Source: an optimization exercise on an open RTL-to-GDS flow (aim: small area, a short achievable clock period and few clock cycles). Production flows keep margins and buffers that such runs may drop. In this exercise RTL edits were held to simulation tests only and were not proved equivalent to the original. Power figures rest on the tool's default switching activity, not on a simulated workload.

[design/flow/config.mk]
export PLATFORM = sky130hd
export DESIGN_NAME = mcs51_core
export DESIGN_NICKNAME = mcs51_core
export VERILOG_FILES = /design/flow/design.v
export SDC_FILE = /design/flow/constraint.sdc
export NUM_CORES = 4
export LEC_CHECK = 0
export CAP_MARGIN = 20
export CORE_MARGIN = 2
export CORE_UTILIZATION = 40
export SLEW_MARGIN = 20
[design/flow/constraint.sdc]
create_clock -name core_clock -period 10.0 [get_ports {clk}]
set_input_delay 2.0000 -clock core_clock [delete_from_list [all_inputs] [get_ports {clk}]]
set_output_delay 2.0000 -clock core_clock [all_outputs]
set_load 0.01 [all_outputs]
[design/flow/design.v]
`default_nettype none
package mcs51_pkg;
  localparam int IRAM_SIZE_DEFAULT = 128;
  localparam logic [7:0] OP_NOP         = 8'h00;
  localparam logic [7:0] OP_LJMP        = 8'h02;
  localparam logic [7:0] OP_INC_A       = 8'h04;
  localparam logic [7:0] OP_INC_RN      = 8'h08;
  localparam logic [7:0] OP_DEC_A       = 8'h14;
  localparam logic [7:0] OP_ADD_IMM     = 8'h24;
  localparam logic [7:0] OP_ADD_RN      = 8'h28;
  localparam logic [7:0] OP_ADDC_IMM    = 8'h34;
  localparam logic [7:0] OP_ADDC_RN     = 8'h38;
  localparam logic [7:0] OP_JC          = 8'h40;
  localparam logic [7:0] OP_ORL_IMM     = 8'h44;
  localparam logic [7:0] OP_ORL_RN      = 8'h48;
  localparam logic [7:0] OP_JNC         = 8'h50;
  localparam logic [7:0] OP_ANL_IMM     = 8'h54;
  localparam logic [7:0] OP_ANL_RN      = 8'h58;
  localparam logic [7:0] OP_JZ          = 8'h60;
  localparam logic [7:0] OP_XRL_IMM     = 8'h64;
  localparam logic [7:0] OP_XRL_RN      = 8'h68;
  localparam logic [7:0] OP_JNZ         = 8'h70;
  localparam logic [7:0] OP_MOV_A_IMM   = 8'h74;
  localparam logic [7:0] OP_MOV_DIR_IMM = 8'h75;
  localparam logic [7:0] OP_MOV_RN_IMM  = 8'h78;
  localparam logic [7:0] OP_SJMP        = 8'h80;
  localparam logic [7:0] OP_SUBB_IMM    = 8'h94;
  localparam logic [7:0] OP_SUBB_RN     = 8'h98;
  localparam logic [7:0] OP_CLR_C       = 8'hC3;
  localparam logic [7:0] OP_SETB_C      = 8'hD3;
  localparam logic [7:0] OP_DJNZ_RN     = 8'hD8;
  localparam logic [7:0] OP_CLR_A       = 8'hE4;
  localparam logic [7:0] OP_MOV_A_DIR   = 8'hE5;
  localparam logic [7:0] OP_MOV_A_RN    = 8'hE8;
  localparam logic [7:0] OP_CPL_A       = 8'hF4;
  localparam logic [7:0] OP_MOV_DIR_A   = 8'hF5;
  localparam logic [7:0] OP_MOV_RN_A    = 8'hF8;
  localparam logic [7:0] SFR_SP  = 8'h81;
  localparam logic [7:0] SFR_PSW = 8'hD0;
  localparam logic [7:0] SFR_ACC = 8'hE0;
  localparam logic [7:0] SFR_B   = 8'hF0;
  localparam logic [7:0] SP_RESET = 8'h07;
  localparam int PSW_CY  = 7;
  localparam int PSW_AC  = 6;
  localparam int PSW_RS1 = 4;
  localparam int PSW_RS0 = 3;
  localparam int PSW_OV  = 2;
  localparam int PSW_P   = 0;
  typedef enum logic [3:0] {
    ALU_PASS, ALU_ADD, ALU_ADDC, ALU_SUBB, ALU_AND, ALU_OR,
    ALU_XOR, ALU_INC, ALU_DEC, ALU_CPL, ALU_CLR
  } alu_op_t;
  typedef enum logic [1:0] {SRC_IMM, SRC_REG, SRC_DIRECT, SRC_NONE} src_sel_t;
  typedef enum logic [1:0] {DST_NONE, DST_ACC, DST_REG, DST_DIRECT} dst_sel_t;
  typedef enum logic [2:0] {
    BR_NONE, BR_LONG, BR_SHORT, BR_JZ, BR_JNZ, BR_JC, BR_JNC, BR_DJNZ
  } branch_t;
  typedef enum logic [1:0] {CY_KEEP, CY_CLEAR, CY_SET} carry_op_t;
endpackage
`default_nettype wire
`timescale 1ns/1ps
`default_nettype none
import mcs51_pkg::*;
module mcs51_fetch (
  input  logic               clk,
  input  logic               reset_n,
  output logic [15:0]        code_addr,
  input  logic [7:0]         code_rdata,
  input  mcs51_pkg::branch_t branch,
  input  logic [7:0]         acc,
  input  logic               psw_cy,
  input  logic [7:0]         alu_result,
  output logic [7:0]         opcode,
  output logic [7:0]         op1,
  output logic [7:0]         op2,
  output logic               exec
);
  typedef enum logic [1:0] {S_FETCH, S_FETCH1, S_FETCH2, S_EXEC} state_t;
  state_t      state;
  logic [15:0] pc;
  logic [15:0] pc_seq;
  logic [15:0] pc_rel;
  logic [15:0] pc_next;
  logic [1:0]  instr_len;
  logic [1:0]  fetch_len;
  logic        taken;
  function automatic logic [1:0] op_length(input logic [7:0] op);
    casez (op)
      OP_LJMP, OP_MOV_DIR_IMM:
        op_length = 2'd3;
      OP_MOV_A_IMM, OP_MOV_A_DIR, OP_MOV_DIR_A, OP_ADD_IMM, OP_ADDC_IMM,
      OP_SUBB_IMM, OP_ANL_IMM, OP_ORL_IMM, OP_XRL_IMM,
      OP_SJMP, OP_JZ, OP_JNZ, OP_JC, OP_JNC,
      {OP_MOV_RN_IMM[7:3], 3'b???}, {OP_DJNZ_RN[7:3], 3'b???}:
        op_length = 2'd2;
      default:
        op_length = 2'd1;  
    endcase
  endfunction
  assign code_addr = pc;
  assign exec      = (state == S_EXEC);
  assign fetch_len = op_length(code_rdata);
  assign pc_seq = pc + 16'd1;
  assign pc_rel = pc_seq + {{8{op1[7]}}, op1};
  always_comb begin
    case (branch)
      BR_SHORT: taken = 1'b1;
      BR_JZ:    taken = (acc == 8'h00);
      BR_JNZ:   taken = (acc != 8'h00);
      BR_JC:    taken = psw_cy;
      BR_JNC:   taken = !psw_cy;
      BR_DJNZ:  taken = (alu_result != 8'h00);  
      default:  taken = 1'b0;
    endcase
    if (branch == BR_LONG) begin
      pc_next = {op1, op2};
    end else if (taken) begin
      pc_next = pc_rel;
    end else begin
      pc_next = pc_seq;
    end
  end
  always_ff @(posedge clk or negedge reset_n) begin
    if (!reset_n) begin
      state     <= S_FETCH;
      pc        <= 16'h0000;
      opcode    <= OP_NOP;
      instr_len <= 2'd1;
      op1       <= 8'h00;
      op2       <= 8'h00;
    end else begin
      if (state == S_FETCH1) op1 <= code_rdata;
      if (state == S_FETCH2) op2 <= code_rdata;
      case (state)
        S_FETCH: begin
          opcode    <= code_rdata;
          instr_len <= fetch_len;
          if (fetch_len == 2'd1) begin
            state <= S_EXEC;
          end else begin
            pc    <= pc_seq;
            state <= S_FETCH1;
          end
        end
        S_FETCH1: begin
          if (instr_len == 2'd3) begin
            pc    <= pc_seq;
            state <= S_FETCH2;
          end else begin
            state <= S_EXEC;
          end
        end
        S_FETCH2: state <= S_EXEC;
        default: begin
          pc    <= pc_next;
          state <= S_FETCH;
        end
      endcase
    end
  end
endmodule
`default_nettype wire
`timescale 1ns/1ps
`default_nettype none
import mcs51_pkg::*;
module mcs51_decode (
  input  logic [7:0]           opcode,
  input  logic [7:0]           op1,
  output mcs51_pkg::alu_op_t   alu_op,
  output mcs51_pkg::src_sel_t  src_sel,
  output mcs51_pkg::dst_sel_t  dst_sel,
  output mcs51_pkg::branch_t   branch,
  output mcs51_pkg::carry_op_t carry_op,
  output logic [2:0]           reg_sel,
  output logic [7:0]           sfr_raddr
);
  assign reg_sel   = opcode[2:0];
  assign sfr_raddr = (src_sel == SRC_DIRECT) ? op1 : 8'h00;
  always_comb begin
    casez (opcode)
      OP_MOV_A_IMM, OP_MOV_DIR_IMM, {OP_MOV_RN_IMM[7:3], 3'b???},
      OP_ADD_IMM, OP_ADDC_IMM, OP_SUBB_IMM, OP_ANL_IMM, OP_ORL_IMM, OP_XRL_IMM:
        src_sel = SRC_IMM;
      {OP_MOV_A_RN[7:3], 3'b???}, {OP_INC_RN[7:3], 3'b???},
      {OP_DJNZ_RN[7:3], 3'b???}, {OP_ADD_RN[7:3], 3'b???},
      {OP_ADDC_RN[7:3], 3'b???}, {OP_SUBB_RN[7:3], 3'b???},
      {OP_ANL_RN[7:3], 3'b???}, {OP_ORL_RN[7:3], 3'b???},
      {OP_XRL_RN[7:3], 3'b???}:
        src_sel = SRC_REG;
      OP_MOV_A_DIR:
        src_sel = SRC_DIRECT;
      default:
        src_sel = SRC_NONE;  
    endcase
  end
  always_comb begin
    casez (opcode)
      OP_MOV_A_IMM, OP_MOV_A_DIR, OP_INC_A, OP_DEC_A, OP_CLR_A, OP_CPL_A,
      OP_ADD_IMM, OP_ADDC_IMM, OP_SUBB_IMM, OP_ANL_IMM, OP_ORL_IMM, OP_XRL_IMM,
      {OP_MOV_A_RN[7:3], 3'b???}, {OP_ADD_RN[7:3], 3'b???},
      {OP_ADDC_RN[7:3], 3'b???}, {OP_SUBB_RN[7:3], 3'b???},
      {OP_ANL_RN[7:3], 3'b???}, {OP_ORL_RN[7:3], 3'b???},
      {OP_XRL_RN[7:3], 3'b???}:
        dst_sel = DST_ACC;
      {OP_MOV_RN_IMM[7:3], 3'b???}, {OP_MOV_RN_A[7:3], 3'b???},
      {OP_INC_RN[7:3], 3'b???}, {OP_DJNZ_RN[7:3], 3'b???}:
        dst_sel = DST_REG;
      OP_MOV_DIR_A, OP_MOV_DIR_IMM:
        dst_sel = DST_DIRECT;
      default:
        dst_sel = DST_NONE;
    endcase
  end
  always_comb begin
    casez (opcode)
      OP_ADD_IMM, {OP_ADD_RN[7:3], 3'b???}:    alu_op = ALU_ADD;
      OP_ADDC_IMM, {OP_ADDC_RN[7:3], 3'b???}: alu_op = ALU_ADDC;
      OP_SUBB_IMM, {OP_SUBB_RN[7:3], 3'b???}: alu_op = ALU_SUBB;
      OP_ANL_IMM, {OP_ANL_RN[7:3], 3'b???}:    alu_op = ALU_AND;
      OP_ORL_IMM, {OP_ORL_RN[7:3], 3'b???}:    alu_op = ALU_OR;
      OP_XRL_IMM, {OP_XRL_RN[7:3], 3'b???}:    alu_op = ALU_XOR;
      OP_INC_A, {OP_INC_RN[7:3], 3'b???}:      alu_op = ALU_INC;
      OP_DEC_A, {OP_DJNZ_RN[7:3], 3'b???}:    alu_op = ALU_DEC;  
      OP_CPL_A:                                    alu_op = ALU_CPL;
      OP_CLR_A:                                    alu_op = ALU_CLR;
      default:                                     alu_op = ALU_PASS;
    endcase
  end
  always_comb begin
    casez (opcode)
      OP_LJMP:                        branch = BR_LONG;
      OP_SJMP:                        branch = BR_SHORT;
      OP_JZ:                          branch = BR_JZ;
      OP_JNZ:                         branch = BR_JNZ;
      OP_JC:                          branch = BR_JC;
      OP_JNC:                         branch = BR_JNC;
      {OP_DJNZ_RN[7:3], 3'b???}: branch = BR_DJNZ;
      default:                        branch = BR_NONE;
    endcase
    case (opcode)
      OP_CLR_C:  carry_op = CY_CLEAR;
      OP_SETB_C: carry_op = CY_SET;
      default:   carry_op = CY_KEEP;
    endcase
  end
endmodule
`default_nettype wire
`timescale 1ns/1ps
`default_nettype none
import mcs51_pkg::*;
module mcs51_alu (
  input  mcs51_pkg::alu_op_t alu_op,
  input  logic [7:0]         acc,
  input  logic [7:0]         operand,
  input  logic               carry_in,
  output logic [7:0]         alu_result,
  output logic               cy,
  output logic               ac,
  output logic               ov,
  output logic               flags_valid
);
  logic       cin;
  logic [8:0] sum;
  logic [8:0] diff;
  logic [4:0] sum_lo;
  logic [4:0] diff_lo;
  assign cin     = (alu_op == ALU_ADD) ? 1'b0 : carry_in;  
  assign sum     = {1'b0, acc} + {1'b0, operand} + {8'd0, cin};
  assign diff    = {1'b0, acc} - {1'b0, operand} - {8'd0, cin};
  assign sum_lo  = {1'b0, acc[3:0]} + {1'b0, operand[3:0]} + {4'd0, cin};
  assign diff_lo = {1'b0, acc[3:0]} - {1'b0, operand[3:0]} - {4'd0, cin};
  assign flags_valid = (alu_op == ALU_ADD) || (alu_op == ALU_ADDC) || (alu_op == ALU_SUBB);
  always_comb begin
    cy = 1'b0;
    ac = 1'b0;
    ov = 1'b0;
    case (alu_op)
      ALU_ADD, ALU_ADDC: begin
        alu_result = sum[7:0];
        cy         = sum[8];
        ac         = sum_lo[4];
        ov         = (acc[7] == operand[7]) && (sum[7] != acc[7]);  
      end
      ALU_SUBB: begin
        alu_result = diff[7:0];
        cy         = diff[8];  
        ac         = diff_lo[4];
        ov         = (acc[7] ^ operand[7]) & (acc[7] ^ diff[7]);
      end
      ALU_AND: alu_result = acc & operand;
      ALU_OR:  alu_result = acc | operand;
      ALU_XOR: alu_result = acc ^ operand;
      ALU_INC: alu_result = operand + 8'd1;
      ALU_DEC: alu_result = operand - 8'd1;
      ALU_CPL: alu_result = ~operand;
      ALU_CLR: alu_result = 8'h00;
      default: alu_result = operand;  
    endcase
  end
endmodule
`default_nettype wire
`timescale 1ns/1ps
`default_nettype none
import mcs51_pkg::*;
module mcs51_data_regs #(
  parameter int IRAM_SIZE = 128
) (
  input  logic                 clk,
  input  logic                 reset_n,
  input  logic                 exec,
  input  mcs51_pkg::src_sel_t  src_sel,
  input  mcs51_pkg::dst_sel_t  dst_sel,
  input  mcs51_pkg::carry_op_t carry_op,
  input  logic [2:0]           reg_sel,
  input  logic [7:0]           op1,
  input  logic [7:0]           op2,
  input  logic [7:0]           alu_result,
  input  logic                 cy,
  input  logic                 ac,
  input  logic                 ov,
  input  logic                 flags_valid,
  output logic [7:0]           acc,
  output logic [7:0]           psw,
  output logic [7:0]           operand,
  input  logic [7:0]           sfr_rdata,
  output logic [7:0]           sfr_waddr,
  output logic [7:0]           sfr_wdata,
  output logic                 sfr_we
);
  localparam int AW = $clog2(IRAM_SIZE);
  logic [7:0] iram [IRAM_SIZE];
  logic [7:0] b_reg;
  logic [7:0] sp_reg;
  logic [7:0] reg_addr;
  logic [7:0] reg_rdata;
  logic [7:0] dir_rdata;
  logic [7:0] iram_waddr;
  logic [7:0] acc_next;
  logic [7:0] psw_next;
  logic       dir_wr;
  logic       int_sfr;
  logic       ext_wr;
  logic       iram_we;
  assign reg_addr  = {3'b000, psw[PSW_RS1], psw[PSW_RS0], reg_sel};
  assign reg_rdata = (int'(reg_addr) < IRAM_SIZE) ? iram[reg_addr[AW-1:0]] : 8'h00;
  assign int_sfr = (op1 == SFR_ACC) || (op1 == SFR_B) || (op1 == SFR_PSW) || (op1 == SFR_SP);
  assign dir_wr  = exec && (dst_sel == DST_DIRECT);
  assign ext_wr  = dir_wr && op1[7] && !int_sfr;
  always_comb begin
    if (!op1[7]) begin
      dir_rdata = (int'(op1) < IRAM_SIZE) ? iram[op1[AW-1:0]] : 8'h00;
    end else begin
      case (op1)
        SFR_ACC: dir_rdata = acc;
        SFR_B:   dir_rdata = b_reg;
        SFR_PSW: dir_rdata = psw;
        SFR_SP:  dir_rdata = sp_reg;
        default: dir_rdata = sfr_rdata;
      endcase
    end
  end
  always_comb begin
    case (src_sel)
      SRC_IMM:    operand = (dst_sel == DST_DIRECT) ? op2 : op1;  
      SRC_REG:    operand = reg_rdata;
      SRC_DIRECT: operand = dir_rdata;
      default:    operand = acc;
    endcase
  end
  always_comb begin
    acc_next = acc;
    if (exec && (dst_sel == DST_ACC)) acc_next = alu_result;
    if (dir_wr && (op1 == SFR_ACC)) acc_next = alu_result;
    psw_next = psw;
    if (exec) begin
      if (flags_valid) begin
        psw_next[PSW_CY] = cy;
        psw_next[PSW_AC] = ac;
        psw_next[PSW_OV] = ov;
      end
      if (carry_op == CY_CLEAR) psw_next[PSW_CY] = 1'b0;
      if (carry_op == CY_SET) psw_next[PSW_CY] = 1'b1;
      if (dir_wr && (op1 == SFR_PSW)) psw_next = alu_result;
    end
    psw_next[PSW_P] = ^acc_next;  
  end
  always_comb begin
    iram_waddr = (dst_sel == DST_REG) ? reg_addr : op1;
    iram_we    = exec && ((dst_sel == DST_REG) || (dir_wr && !op1[7])) &&
                 (int'(iram_waddr) < IRAM_SIZE);
  end
  always_ff @(posedge clk or negedge reset_n) begin
    if (!reset_n) begin
      acc    <= 8'h00;
      psw    <= 8'h00;
      b_reg  <= 8'h00;
      sp_reg <= SP_RESET;
      sfr_we <= 1'b0;
    end else begin
      acc    <= acc_next;
      psw    <= psw_next;
      sfr_we <= ext_wr;
      if (dir_wr && (op1 == SFR_B)) b_reg <= alu_result;
      if (dir_wr && (op1 == SFR_SP)) sp_reg <= alu_result;
    end
  end
  always_ff @(posedge clk) begin
    if (iram_we) iram[iram_waddr[AW-1:0]] <= alu_result;
    if (ext_wr) begin
      sfr_waddr <= op1;
      sfr_wdata <= alu_result;
    end
  end
endmodule
`default_nettype wire
`timescale 1ns/1ps
`default_nettype none
import mcs51_pkg::*;
module mcs51_core #(
  parameter int IRAM_SIZE = mcs51_pkg::IRAM_SIZE_DEFAULT
) (
  input  logic        clk,
  input  logic        reset_n,
  output logic [15:0] code_addr,
  input  logic [7:0]  code_rdata,
  output logic [7:0]  sfr_raddr,
  input  logic [7:0]  sfr_rdata,
  output logic [7:0]  sfr_waddr,
  output logic [7:0]  sfr_wdata,
  output logic        sfr_we
);
  logic [7:0] opcode;
  logic [7:0] op1;
  logic [7:0] op2;
  logic       exec;
  mcs51_pkg::alu_op_t    alu_op;
  mcs51_pkg::src_sel_t   src_sel;
  mcs51_pkg::dst_sel_t   dst_sel;
  mcs51_pkg::branch_t    branch;
  mcs51_pkg::carry_op_t  carry_op;
  logic [2:0] reg_sel;
  logic [7:0] acc;
  logic [7:0] psw;
  logic [7:0] operand;
  logic [7:0] alu_result;
  logic       cy;
  logic       ac;
  logic       ov;
  logic       flags_valid;
  mcs51_fetch u_fetch (
    .clk        (clk),
    .reset_n    (reset_n),
    .code_addr  (code_addr),
    .code_rdata (code_rdata),
    .branch     (branch),
    .acc        (acc),
    .psw_cy     (psw[PSW_CY]),
    .alu_result (alu_result),
    .opcode     (opcode),
    .op1        (op1),
    .op2        (op2),
    .exec       (exec)
  );
  mcs51_decode u_decode (
    .opcode    (opcode),
    .op1       (op1),
    .alu_op    (alu_op),
    .src_sel   (src_sel),
    .dst_sel   (dst_sel),
    .branch    (branch),
    .carry_op  (carry_op),
    .reg_sel   (reg_sel),
    .sfr_raddr (sfr_raddr)
  );
  mcs51_alu u_alu (
    .alu_op      (alu_op),
    .acc         (acc),
    .operand     (operand),
    .carry_in    (psw[PSW_CY]),
    .alu_result  (alu_result),
    .cy          (cy),
    .ac          (ac),
    .ov          (ov),
    .flags_valid (flags_valid)
  );
  mcs51_data_regs #(
    .IRAM_SIZE (IRAM_SIZE)
  ) u_data_regs (
    .clk         (clk),
    .reset_n     (reset_n),
    .exec        (exec),
    .src_sel     (src_sel),
    .dst_sel     (dst_sel),
    .carry_op    (carry_op),
    .reg_sel     (reg_sel),
    .op1         (op1),
    .op2         (op2),
    .alu_result  (alu_result),
    .cy          (cy),
    .ac          (ac),
    .ov          (ov),
    .flags_valid (flags_valid),
    .acc         (acc),
    .psw         (psw),
    .operand     (operand),
    .sfr_rdata   (sfr_rdata),
    .sfr_waddr   (sfr_waddr),
    .sfr_wdata   (sfr_wdata),
    .sfr_we      (sfr_we)
  );
endmodule
`default_nettype wire
[design/flow/run.sh]
#!/bin/bash
# synth_recipe.tcl (not shown) runs the flow's synth.tcl, then flattens the netlist and writes it again
# the make line also repeats each setting of config.mk as NAME=value (left out here)
make -C /OpenROAD-flow-scripts/flow DESIGN_CONFIG=/design/flow/config.mk WORK_HOME=/design/flow/orfs CLKGATE_MAP_FILE= SYNTH_SCRIPT=/design/flow/synth_recipe.tcl finish
==> summary.txt <==
Synth
  – Syn. warnings: 4
  – Area fraction in compound gates after synthesis: 6.747%
  – Adder and majority cell fraction of the synthesized area: 1.672%
  – Number of synthesized register bits: 1117
  – Sequential-to-total area share from yosys stat: 65.56%
  – Synthesized area divided by synthesized cell count: 16.30 µm²
  – Number of enable-type register cells in the synthesized netlist: 1040
  – Synthesized netlist cell count: 3104
  – Share of synthesized area spent on multiplexers: 16.42%
  – Count of different cell masters after synthesis: 101
  – Async S/R FF share, synth: 6.893%
  – Main flop type after synthesis: sky130_fd_sc_hd__edfxtp_1
  – Post-Syn Nets: 3186
  – Dominant combinational cell family by area after synthesis: multiplexers
  – Simple logic cell fraction of the synthesized area: 6.231%
  – Post-synthesis instance area: 50590 µm²
  – Xor/xnor cell area share of the yosys netlist: 0.8509%

CTS
  – Buffers inserted by post-CTS timing repair: 0
  – Clock-pin slew on the worst setup and hold paths: 0.07 ns
  – Clk Tree Root Cell: sky130_fd_sc_hd__clkbuf_16
  – Maximum clock insertion buffer count: 3
  – CTS hold repair buffers: 0
  – Count of cells resized by post-cts repair: 0
  – CTS sink cnt: 1117
  – Max H-tree Level: 3
  – CTS tree: built
  – Clock insertion delay at the later pin of the skew report: 0.74 ns
  – Clock buffer count from CTS: 112

Drt
  – Mean routed wirelength per cell: 30.22 µm
  – Number of design-rule violations left by the first detailed-router iteration: 3667
  – Post-detailed-route DRC marker count: 0
  – WL met2: 69.12 mm
  – Metal3 WL: 12.42 mm
  – Met1 Routed Length: 62.13 mm
  – Pre-antenna DRT Iters: 8
  – Detail Route Antenna Nets: 0
  – DR vias: 30208
  – Top routing layer in use: met5
  – Total routed wirelength: 148.7 mm
  – Vias per cell: 6.139

Timing
  – Number of failing hold endpoints at the final stage: 0
  – Post-Route Setup TNS: 0 ns
  – Slew at the pin closest to its max-slew limit: 1.184 ns
  – RSZ-0062 raised after global routing: no
  – Final worst path period need: 8.836 ns
  – Worst clock skew: 0.05227 ns
  – Share of the cycle needed by the critical path after routing: 88.36%
  – Fmax achieved: 113.2 MHz
  – Max-slew violation count: 0
  – Total of endpoints with negative setup slack in the final report: 0
  – Slew headroom: 20.80%

Placed design
  – Weighted congestion reported at the end of routability-driven placement: 0.9186
  – Quantity of I/O buffers inserted on ports: 58
  – Half-perimeter wire length after detailed placement: 97.39 mm

Hold path
  – Min-Delay Path Class: reg -> reg
  – Worst Min Path Start: u_data_regs.sp_reg[0]$_DFFE_PN1P_

Floorplanning
  – Vertical die dimension: 359.6 µm
  – Die Area: 129300 µm²
  – Standard-cell row count: 130
  – Horizontal die dimension: 359.6 µm
  – Core area: 125600 µm²
  – Number of placed I/O pins: 59
  – Starting density of the core: 40.28%

Power
  – Cell Pwr Density: 387.3 nW/µm²
  – Peak supply drop: 0.4518 mV
  – Static leakage: 18.50 nW

Cells and area
  – Diode count: 0
  – Most frequent cells in the layout: sky130_fd_sc_hd__edfxtp_1 (1040), sky130_fd_sc_hd__mux4_2 (292), sky130_fd_sc_hd__nor2_1 (245), sky130_fd_sc_hd__nand2_1 (157), sky130_fd_sc_hd__clkbuf_16 (113)
  – Post-layout net count: 3264
  – Most common cell after layout, fill and taps aside: sky130_fd_sc_hd__edfxtp_1
  – Fill count: 10843
  – Area growth from synthesis to layout: 12.42%
  – Max FFs per register: 1024
  – Share of the core filled with cells in the final layout: 45.29%
  – Ratio of cells with drive above 1 in the final layout: 20.48%

GRT
  – Wire length of the first global-routing pass: 214.4 mm
  – Antenna violations before repair: 1
  – GRT Util Overall: 22.66%
  – Grt ovf: 0
  – Maximum number of pins on one net before global-route repair: 86
  – Number of global-route vias before repair: 29290

Critical path
  – R2R Path Start: u_fetch.op1[0]$_DFFE_PN0P_
  – Critical path origin: u_fetch.op1[0]$_DFFE_PN0P_
  – CP endpoint: u_fetch.pc[4]$_DFFE_PN0P_
  – Destination of the worst register-to-register timing path: u_fetch.pc[4]$_DFFE_PN0P_
  – Setup crit start kind: register
  – Data required time of the worst path: 10.63 ns
  – Crit path max fanout: 30
  – R2R Setup Slk: 1.16 ns
  – Path type of the worst setup path: reg -> reg
  – Data arrival time of the worst path: 9.46 ns
  – Type of element capturing the critical path: register
  – Number of cells on the worst reg-to-reg path: 27

Job
  – Number of max-cap violations: 0

Run status
  – Status: finished clean
[worst min path at each step]
stage	endpoint	cells past startpoint	slack, ns
final	u_data_regs.sp_reg[0]$_DFFE_PN1P_	2	0.46
after global routing	u_data_regs.sp_reg[0]$_DFFE_PN1P_	2	0.49
after CTS	u_data_regs.sp_reg[0]$_DFFE_PN1P_	2	0.46
after detailed placement	u_data_regs.sp_reg[0]$_DFFE_PN1P_	2	0.45
after global placement	u_data_regs.sp_reg[0]$_DFFE_PN1P_	2	0.45
after floorplan	u_data_regs.sp_reg[0]$_DFFE_PN1P_	2	0.44
[per-layer routing]
metal | vias up | global-route usage, %
li1 | 12650 | -
met3 | 269 | 3.709
met2 | 1557 | 35.24
met1 | 15730 | 32.39
met4 | 2 | 7.950
met5 | - | 0
[synthesized netlist by cell type (21+ instances only)]
master                     count  area, µm²
sky130_fd_sc_hd__nand2_1     157      589.3
sky130_fd_sc_hd__nor2_1      247      927.1
sky130_fd_sc_hd__dfrtp_1      73       1827
sky130_fd_sc_hd__inv_1        56      210.2
sky130_fd_sc_hd__and3_1       23      143.9
sky130_fd_sc_hd__edfxtp_1   1040      31230
sky130_fd_sc_hd__a22oi_1      58      435.4
sky130_fd_sc_hd__buf_2        36      180.2
sky130_fd_sc_hd__a21oi_1     103      515.5
sky130_fd_sc_hd__nand3_1      44      220.2
sky130_fd_sc_hd__buf_4        25      187.7
sky130_fd_sc_hd__nor2b_1      27      168.9
sky130_fd_sc_hd__nor3_1       34      170.2
sky130_fd_sc_hd__ha_1         58      725.7
sky130_fd_sc_hd__clkbuf_1     98      367.9
sky130_fd_sc_hd__o21ai_0      97      485.5
sky130_fd_sc_hd__xnor2_1      29      254.0
sky130_fd_sc_hd__nor4_1       21      131.4
sky130_fd_sc_hd__mux4_2      292       6576
sky130_fd_sc_hd__a31oi_1      24      150.1
sky130_fd_sc_hd__mux2_2       54      608.1
sky130_fd_sc_hd__mux2i_1     112       1121
[report_power, final]
part	total [mW]	internal [mW]	switching (mW)
registers	8.10	7.69	0.407
clock network	4.30	2.46	1.84
logic	9.63	2.95	6.68
total	22.0	13.1	8.93
[worst max-delay path, stage by stage, from the launching register on]
cell	delay (ns)
sky130_fd_sc_hd__dfrtp_4	0.84
sky130_fd_sc_hd__buf_4	0.46
sky130_fd_sc_hd__mux4_2	0.55
sky130_fd_sc_hd__mux2i_1	0.29
sky130_fd_sc_hd__o22ai_1	0.22
sky130_fd_sc_hd__nor4_1	0.80
sky130_fd_sc_hd__a21boi_1	0.17
sky130_fd_sc_hd__a21oi_1	0.23
sky130_fd_sc_hd__buf_4	0.20
sky130_fd_sc_hd__inv_1	0.08
sky130_fd_sc_hd__fa_1	0.53
sky130_fd_sc_hd__inv_1	0.05
sky130_fd_sc_hd__ha_1	0.18
sky130_fd_sc_hd__nor2_1	0.17
sky130_fd_sc_hd__fa_1	0.24
sky130_fd_sc_hd__nand2_1	0.07
sky130_fd_sc_hd__a21oi_1	0.28
sky130_fd_sc_hd__xnor2_1	0.14
sky130_fd_sc_hd__a221o_1	0.31
sky130_fd_sc_hd__a221oi_1	0.24
sky130_fd_sc_hd__o211ai_1	0.16
sky130_fd_sc_hd__o21a_4	0.17
sky130_fd_sc_hd__or4_4	0.52
sky130_fd_sc_hd__nor4_2	0.14
sky130_fd_sc_hd__o31a_2	0.42
sky130_fd_sc_hd__or2_1	0.66
sky130_fd_sc_hd__o31ai_1	0.18
sky130_fd_sc_hd__o41ai_2	0.33
[area by class of cell]
| type | count | area [µm²] | share of cell area, % |
|---|---|---|---|
| clock inverter | 62 | 780.7 | 1.373 |
| clock buffer | 141 | 2943 | 5.175 |
| sequential | 1117 | 33180 | 58.35 |
| multi-input combinational | 1729 | 16230 | 28.54 |
| tap | 1650 | 2064 | 3.630 |
| inverter | 59 | 230.2 | 0.4048 |
| timing repair buffer | 163 | 1436 | 2.526 |
[cell families (layout without fill, tap and decap cells)]
logic type	Yosys count	after routing
fa+ha+maj	64	64
mux	458	458
compound gates	498	498
xor+xnor	46	46
simple gates	663	663
buf+inv	258	425
flops	1117	1117
[per-stage QoR]
stage | area, µm² | power (mW) | setup WS [ns] | instances | hold WS [ns]
finish | 56870 | 22.03 | 1.164 | 4921 | 0.4626
global route | 56870 | 22.94 | 0.7308 | 4921 | 0.4880
CTS | 56840 | 22.01 | 1.274 | 4919 | 0.4612
detailed placement | 53120 | 17.76 | 1.296 | 4716 | 0.4501
global placement | 53110 | 17.65 | 1.428 | 4716 | 0.4485
floorplan | 50590 | 14.16 | 0.3817 | 3104 | 0.4392
Testbench counts, summed over its fixed seeds: cycles 60,742.

==> re-timing with driven ports <==
The results above use ideal ports. As a check the final layout listed here was re-extracted and re-timed, cells and wires unchanged.
Step 1: set_driving_cell puts a clkbuf_16 on clk and a buf_2 on each other input, an assumption about the parent block.
Step 2, shift: input delay + t, output delay - t, t = (earliest + latest rising clock arrival at the registers) / 2. This alone moves slack from input paths to output paths.
Three values: ideal ports, drivers, drivers and shift; two values: the first two.
shift t [ns]: 0.787
slack for setup (ns): 1.164 / 1.164 / 1.164
hold WS [ns]: 0.463 / 0.463 / 0.463
After both steps setup and hold are still met in this run. The setup slack of this run moves by 0.000 ns with the drivers and by 0.000 ns with both steps.
